This design comes from an exercise in tuning for a short achievable clock period and few clock cycles on the open sky130 flow, not from production work.
No functional check of the RTL was part of this run.
No activity file was given, so power comes from the tool's default toggle rates.

--- design.v ---
`default_nettype none
package gb_core_pkg;
	typedef logic [7:0] byte_t;	 
	typedef logic [15:0] addr_t;	 
	typedef logic [3:0] flags_t;	 
	typedef logic [2:0] reg_sel_t;	 
	typedef enum logic [2:0] {
		SRC_NONE,
		SRC_REGA,
		SRC_REGB,
		SRC_MDR,
		SRC_PC_L,
		SRC_PC_H
	} alu_src_t;
	typedef enum logic [2:0] {
		DEST_NONE,
		DEST_REG,
		DEST_MDR,
		DEST_MAR_L,
		DEST_MAR_H,
		DEST_MAR_HL,
		DEST_PC_LATCH
	} alu_dest_t;
	typedef enum logic [2:0] {
		ALU_PASS_A,
		ALU_ADD,
		ALU_SUB,
		ALU_AND,
		ALU_OR,
		ALU_XOR,
		ALU_INC
	} alu_op_t;
	typedef enum logic [3:0] {
		FETCH,
		DECODE,
		READ_IMM1,
		READ_IMM2,
		MEM_RD,
		MEM_WR,
		EXEC,
		WRITEBACK,
		HALTED
	} cpu_state_t;
endpackage
`default_nettype wire
`timescale 1ns/100ps
`default_nettype none
module gb_core (
	input logic clk,
	input logic rst,
	input logic load_we,
	input logic [8-1:0] load_addr,
	input gb_core_pkg::byte_t load_data,
	output logic halted,
	output gb_core_pkg::byte_t reg_a,
	output gb_core_pkg::byte_t reg_b,
	output gb_core_pkg::byte_t reg_c,
	output gb_core_pkg::byte_t reg_d,
	output gb_core_pkg::byte_t reg_e,
	output gb_core_pkg::byte_t reg_f,
	output gb_core_pkg::byte_t reg_h,
	output gb_core_pkg::byte_t reg_l
);
	localparam int RL = 5;
	localparam int RA = 6;
	typedef struct packed {
		logic [6:0] src;	 
		logic [6:0] ldi;	 
		logic [6:0] inc;	 
		logic [6:0] ldrr;	 
		logic add, sub, band, bxor, bor;
		logic lda;	 
		logic st;	 
		logic halt;
		logic jp;	 
		logic jp_always;	 
		logic skip2;	 
	} dec_t;
	function automatic logic [9:0] add8(input logic [7:0] a, input logic [7:0] b,
		input logic cin);
		logic [7:0] g, p, g1, p1, g2, p2, g3;
		logic [7:0] c;
		g = a & b;
		p = a ^ b;
		g[0] = g[0] | (p[0] & cin);
		for (int i = 0; i < 8; i++) begin
			g1[i] = (i >= 1) ? (g[i] | (p[i] & g[i - 1])) : g[i];
			p1[i] = (i >= 1) ? (p[i] & p[i - 1]) : p[i];
		end
		for (int i = 0; i < 8; i++) begin
			g2[i] = (i >= 2) ? (g1[i] | (p1[i] & g1[i - 2])) : g1[i];
			p2[i] = (i >= 2) ? (p1[i] & p1[i - 2]) : p1[i];
		end
		for (int i = 0; i < 8; i++)
			g3[i] = (i >= 4) ? (g2[i] | (p2[i] & g2[i - 4])) : g2[i];
		c = {g3[6:0], cin};
		add8 = {g3[7], g3[3], p ^ c};
	endfunction
	function automatic logic [6:0] reg_oh(input logic [2:0] r);
		reg_oh = 7'b0;
		case (r)
			3'd0: reg_oh[0] = 1'b1;
			3'd1: reg_oh[1] = 1'b1;
			3'd2: reg_oh[2] = 1'b1;
			3'd3: reg_oh[3] = 1'b1;
			3'd4: reg_oh[4] = 1'b1;
			3'd5: reg_oh[5] = 1'b1;
			3'd7: reg_oh[6] = 1'b1;
			default: reg_oh = 7'b0;	 
		endcase
	endfunction
	logic [255:0][7:0] mem;
	logic [7:0] pc, pc1, pc2;	 
	logic [255:0] pc_oh;	 
	logic [255:0] l_oh;	 
	dec_t op;	 
	logic [7:0] w1;	 
	logic [6:0][7:0] rg;
	logic fz, fn, fh, fc;
	logic halt_q;
	logic run;
	assign run = !halt_q;
	logic [255:0] w1_oh;	 
	logic [7:0] s2, s3, s4, lmem;
	always_comb begin
		for (int k = 0; k < 256; k++)
			w1_oh[k] = (w1 == 8'(k));
	end
	always_comb begin
		s2 = 8'h00;
		s3 = 8'h00;
		s4 = 8'h00;
		lmem = 8'h00;
		for (int k = 0; k < 256; k++) begin
			s2 = s2 | ({8{pc_oh[k]}} & mem[(k + 2) % 256]);
			s3 = s3 | ({8{pc_oh[k]}} & mem[(k + 3) % 256]);
			s4 = s4 | ({8{pc_oh[k]}} & mem[(k + 4) % 256]);
			lmem = lmem | ({8{l_oh[k]}} & mem[k]);	 
		end
	end
	logic [7:0] ra, rl, sv, alu_r;
	logic [9:0] sum, diff;	 
	logic [7:0] sd;	 
	logic is_alu, any_inc, z_alu, h_alu, c_alu, z_inc, h_inc;
	logic [7:0] carry_z;
	assign ra = rg[RA];
	assign rl = rg[RL];
	always_comb begin
		sv = 8'h00;
		z_inc = 1'b0;
		h_inc = 1'b0;
		for (int i = 0; i < 7; i++) begin
			sv = sv | ({8{op.src[i]}} & rg[i]);
			z_inc = z_inc | (op.inc[i] && rg[i] == 8'hFF);
			h_inc = h_inc | (op.inc[i] && rg[i][3:0] == 4'hF);
		end
	end
	assign sum = add8(ra, sv, 1'b0);
	assign diff = add8(ra, ~sv, 1'b1);	 
	assign is_alu = op.add || op.sub || op.band || op.bxor || op.bor;
	assign any_inc = |op.inc;
	assign carry_z = {ra[6:0] | sv[6:0], 1'b0};
	always_comb begin
		alu_r = ({8{op.add}} & sum[7:0]) | ({8{op.sub}} & diff[7:0]) |
			({8{op.band}} & (ra & sv)) | ({8{op.bxor}} & (ra ^ sv)) |
			({8{op.bor}} & (ra | sv));
		z_alu = (op.add && ((ra ^ sv) == carry_z)) ||
			((op.sub || op.bxor) && ra == sv) ||
			(op.band && (ra & sv) == 8'h00) ||
			(op.bor && (ra | sv) == 8'h00);
		h_alu = (op.add && sum[8]) || (op.sub && !diff[8]) || op.band;
		c_alu = (op.add && sum[9]) || (op.sub && !diff[9]);
	end
	logic [6:0][7:0] rg_n;
	always_comb begin
		for (int i = 0; i < 7; i++) begin
			if (op.ldi[i])
				rg_n[i] = w1;
			else if (op.inc[i])
				rg_n[i] = rg[i] + 8'd1;
			else if (op.ldrr[i])
				rg_n[i] = sv;
			else
				rg_n[i] = rg[i];
		end
		rg_n[RA] = alu_r | ({8{op.lda}} & lmem) | ({8{op.ldi[RA]}} & w1) |
			({8{op.inc[RA]}} & (ra + 8'd1)) | ({8{op.ldrr[RA]}} & sv) |
			({8{!(is_alu || op.lda || op.ldi[RA] || op.inc[RA] || op.ldrr[RA])}} & ra);
	end
	logic [255:0] sv_oh, l_oh_n;
	always_comb begin
		for (int k = 0; k < 256; k++)
			sv_oh[k] = (sv == 8'(k));
		if (op.ldi[RL])
			l_oh_n = w1_oh;
		else if (op.inc[RL])
			l_oh_n = {l_oh[254:0], l_oh[255]};
		else if (op.ldrr[RL])
			l_oh_n = sv_oh;
		else
			l_oh_n = l_oh;
	end
	always_ff @(posedge clk, posedge rst) begin
		if (rst) begin
			rg <= '0;
			l_oh <= 256'd1;
			fz <= 1'b0;
			fn <= 1'b0;
			fh <= 1'b0;
			fc <= 1'b0;
			halt_q <= 1'b0;
		end else if (run) begin
			rg <= rg_n;
			l_oh <= l_oh_n;
			if (is_alu) begin
				fz <= z_alu;
				fn <= op.sub;
				fh <= h_alu;
				fc <= c_alu;
			end else if (any_inc) begin
				fz <= z_inc;
				fn <= 1'b0;
				fh <= h_inc;
			end
			if (op.halt)
				halt_q <= 1'b1;
		end
	end
	logic st_now;
	assign st_now = run && op.st;
	always_ff @(posedge clk) begin
		for (int k = 0; k < 256; k++) begin
			if (load_we && load_addr == 8'(k))
				mem[k] <= load_data;
			else if (!rst && st_now && l_oh[k])
				mem[k] <= sd;
		end
	end
	logic [7:0] f0, f1, nx0, nx1;
	logic jtaken, len2;
	assign jtaken = op.jp && (op.jp_always || !fz);
	assign len2 = (|op.ldi) || op.skip2;
	assign f0 = (st_now && rl == pc1) ? sd : w1;
	assign f1 = (st_now && rl == pc2) ? sd : s2;
	always_ff @(posedge clk) begin
		if (rst)
			sd <= 8'h00;
		else if (run)
			sd <= rg_n[RA];
	end
	always_comb begin
		if (rst) begin
			nx0 = (load_we && load_addr == 8'd0) ? load_data : mem[0];
			nx1 = (load_we && load_addr == 8'd1) ? load_data : mem[1];
		end else if (op.jp) begin
			nx0 = s3;
			nx1 = s4;
		end else if (len2) begin
			nx0 = s2;
			nx1 = s3;
		end else begin
			nx0 = f0;
			nx1 = f1;
		end
	end
	always_ff @(posedge clk, posedge rst) begin
		if (rst) begin
			pc <= 8'h00;
			pc1 <= 8'h01;
			pc2 <= 8'h02;
			pc_oh <= 256'd1;
		end else if (run) begin
			if (jtaken) begin
				pc <= w1 - 8'd2;
				pc1 <= w1 - 8'd1;
				pc2 <= w1;
				pc_oh <= {w1_oh[1:0], w1_oh[255:2]};
			end else if (op.jp) begin
				pc <= pc + 8'd3;
				pc1 <= pc + 8'd4;
				pc2 <= pc + 8'd5;
				pc_oh <= {pc_oh[252:0], pc_oh[255:253]};
			end else if (len2) begin
				pc <= pc2;
				pc1 <= pc + 8'd3;
				pc2 <= pc + 8'd4;
				pc_oh <= {pc_oh[253:0], pc_oh[255:254]};
			end else begin
				pc <= pc1;
				pc1 <= pc2;
				pc2 <= pc + 8'd3;
				pc_oh <= {pc_oh[254:0], pc_oh[255]};
			end
		end
	end
	dec_t op_n;
	logic [2:0] nd, ns;
	logic n_ldi, n_inc, n_ldrr, n_alu;
	always_comb begin
		nd = nx0[5:3];
		ns = nx0[2:0];
		n_ldi = (nx0[7:6] == 2'b00) && (ns == 3'd6) && (nd != 3'd6);
		n_inc = (nx0[7:6] == 2'b00) && (ns == 3'd4) && (nd != 3'd6);
		n_ldrr = (nx0[7:6] == 2'b01) && (nd != 3'd6) && (ns != 3'd6);
		n_alu = (nx0[7:6] == 2'b10) && (ns != 3'd6);
		op_n.src = (n_ldrr || n_alu) ? reg_oh(ns) : 7'b0;
		op_n.ldi = n_ldi ? reg_oh(nd) : 7'b0;
		op_n.inc = n_inc ? reg_oh(nd) : 7'b0;
		op_n.ldrr = n_ldrr ? reg_oh(nd) : 7'b0;
		op_n.add = n_alu && (nd == 3'd0);
		op_n.sub = n_alu && (nd == 3'd2);
		op_n.band = n_alu && (nd == 3'd4);
		op_n.bxor = n_alu && (nd == 3'd5);
		op_n.bor = n_alu && (nd == 3'd6);
		op_n.lda = (nx0 == 8'h7E);
		op_n.st = (nx0 == 8'h77);
		op_n.halt = (nx0 == 8'h76);
		op_n.jp = (nx0 == 8'hC3) || (nx0 == 8'hC2);
		op_n.jp_always = (nx0 == 8'hC3);
		op_n.skip2 = 1'b0;
		if (!rst && jtaken) begin
			op_n = '0;
			op_n.skip2 = 1'b1;
		end
	end
	always_ff @(posedge clk) begin
		if (rst || run) begin
			op <= op_n;
			w1 <= nx1;
		end
	end
	assign halted = halt_q;
	assign reg_a = rg[RA];
	assign reg_b = rg[0];
	assign reg_c = rg[1];
	assign reg_d = rg[2];
	assign reg_e = rg[3];
	assign reg_f = {fz, fn, fh, fc, 4'h0};
	assign reg_h = rg[4];
	assign reg_l = rg[RL];
endmodule
`default_nettype wire
--- flow/run.sh ---
#!/bin/bash
set -euo pipefail
bash standard.sh SETUP_SLACK_MARGIN=${GB_SETUP_MARGIN:-7} > make.log 2>&1
--- standard.sh ---
#!/bin/bash
# synth_recipe.tcl (not shown) runs the flow's synth.tcl, then flattens the netlist and writes it again
# the make line also repeats each setting of config.mk as NAME=value (left out here)
make -C /OpenROAD-flow-scripts/flow DESIGN_CONFIG=/design/flow/config.mk WORK_HOME=/design/flow/orfs CLKGATE_MAP_FILE= SYNTH_SCRIPT=/design/flow/synth_recipe.tcl "${@:-finish}"
--- config.mk ---
export PLATFORM = sky130hd
export DESIGN_NAME = gb_core
export DESIGN_NICKNAME = gb_core
export VERILOG_FILES = /design/flow/design.v
export SDC_FILE = /design/flow/constraint.sdc
export NUM_CORES = 4
export LEC_CHECK = 0
export ABC_CLOCK_PERIOD_IN_PS = 2500
export CAP_MARGIN = 20
export CORE_MARGIN = 2
export CORE_UTILIZATION = 35
export SLEW_MARGIN = 20
--- constraint.sdc ---
create_clock -name core_clock -period 10.0 [get_ports {clk}]
set_input_delay 2.0000 -clock core_clock [delete_from_list [all_inputs] [get_ports {clk}]]
set_output_delay 2.0000 -clock core_clock [all_outputs]
set_load 0.01 [all_outputs]
==> flow_summary_export.csv <==
group,metric,value,unit
run_status,status,"did not finish",
run_status,lastStage,"global routing (5_1_grt)",
run_status,error,"[ERROR GRT-0116] Global routing finished with congestion. Check the congestion regions in the DRC Viewer.",
synthesis,yosysSeqAreaShare,44.7,%
global_route,grt_pass1_wl,3960000,um
synthesis,async_reset_ff_share,22.1,%
global_route,grt_remaining_overflow,100000,
clocking,root_buffer,"clkbuf_16",
synthesis,yosys_warnings,1,
die,die_x,710,um
global_route,grt_max_degree,281,
place,io_buffer_count,79,
synthesis,synth.area.top_cells,"edfxtp_1 (36%), mux2_2 (12%), a221oi_1 (9.2%)",
synthesis,synth_cells,16900,
synthesis,yosysUniqueCellTypes,82,
die,ios,84,
synthesis,synth_top_area_share,36.1,%
clocking,h-tree-depth,5,
clocking,clk_path_buf_depth,4,
clocking,numCtsBuffers,329,
die,placement_rows,259,
die,start_util,35.1,%
synthesis,syn_area,174000,um2
synthesis,synth_seq_cells,2700,
clocking,cts.sinks,2700,
global_route,track_usage,121,%
synthesis,synth_top_flop_cell,"edfxtp_1",
place,gp_congestion,1.78,
synthesis,yosys.area.top_type,"edfxtp_1",
synthesis,synth_area_per_cell,10.3,um2
place,dp_hpwl,2150000,um
global_route,grt_pass1_vias,281000,
die,die_h,710,um
synthesis,synth-edff-count,2095,
==> what timing repair did <==
action	CTS
setup endpoints to repair	5166
hold buffers	0
setup buffers	1375
pin swaps	584
gates cloned	133
gates resized for setup	4986
==> synthesized netlist by cell type (10+ instances only) <==
| library cell | number |
|---|---|
| a22o_1 | 1585 |
| ha_1 | 42 |
| and4_1 | 17 |
| xnor2_1 | 36 |
| clkbuf_1 | 1507 |
| edfxtp_1 | 2095 |
| nand2b_1 | 25 |
| mux2i_1 | 40 |
| nand3b_1 | 31 |
| nand4_1 | 591 |
| o211ai_1 | 10 |
| xor2_1 | 22 |
| o22a_1 | 67 |
| buf_2 | 331 |
| buf_1 | 286 |
| buf_6 | 26 |
| and3_1 | 47 |
| mux2_2 | 1833 |
| a221oi_1 | 1828 |
| a211oi_1 | 21 |
| nor4_1 | 145 |
| nand2_1 | 1778 |
| a22oi_1 | 1202 |
| o31ai_1 | 13 |
| buf_4 | 11 |
| nor2_1 | 667 |
| inv_1 | 50 |
| a222oi_1 | 20 |
| a221oi_2 | 25 |
| a21oi_1 | 602 |
| o21ai_0 | 568 |
| and2_1 | 31 |
| a21boi_0 | 11 |
| nor2b_1 | 16 |
| o21ai_1 | 38 |
| o22ai_1 | 15 |
| dfrtp_1 | 593 |
| nor3_1 | 105 |
| nand3_1 | 165 |
| a21o_1 | 43 |
| a31oi_1 | 203 |
==> stage by stage <==
stage	area [um2]	power (uW)	worst slack, ns	utilization [%]	cells
after detailed placement	194000	48900	3.08	39.0	23500
after global placement	193000	49400	2.37	38.9	23500
after floorplan	175000	23700	3.92	-	16900
after CTS	242000	66900	6.06	48.7	25600
==> worst min path at each step <==
stage          startpoint      to  slack, ns  cells after the start
2_1_floorplan       op[3]  halt_q       0.41                      1
3_3_place_gp        op[3]  halt_q       0.44                      1
3_5_place_dp        op[3]  halt_q       0.44                      1
4_1_cts             op[3]  halt_q       0.45                      1
==> layer usage <==
metal	overflow	GRT usage, %
met1	20700	112
met2	57800	153
met3	10300	103
met4	10500	111
met5	957	92.4
==> logic make-up after synthesis <==
family	after synthesis	synth area share [%]
AO/OA/AOI/OAI	6310	28.0
XOR/XNOR	58	0.291
adder cells (fa/ha/maj)	44	0.324
buffers and inverters	2215	5.14
flip-flops	2700	44.7
multiplexers	1873	12.1
other	1	0.00215
AND/OR/NAND/NOR	3656	9.49
==> power groups by stage <==
stage               Sequential (uW)  Clock (uW)  Combinational (uW)
detailed placement            16100           0               32700
CTS                           14900       12700               39300
floorplan                     13300           0               10500
global placement              16100           0               33300
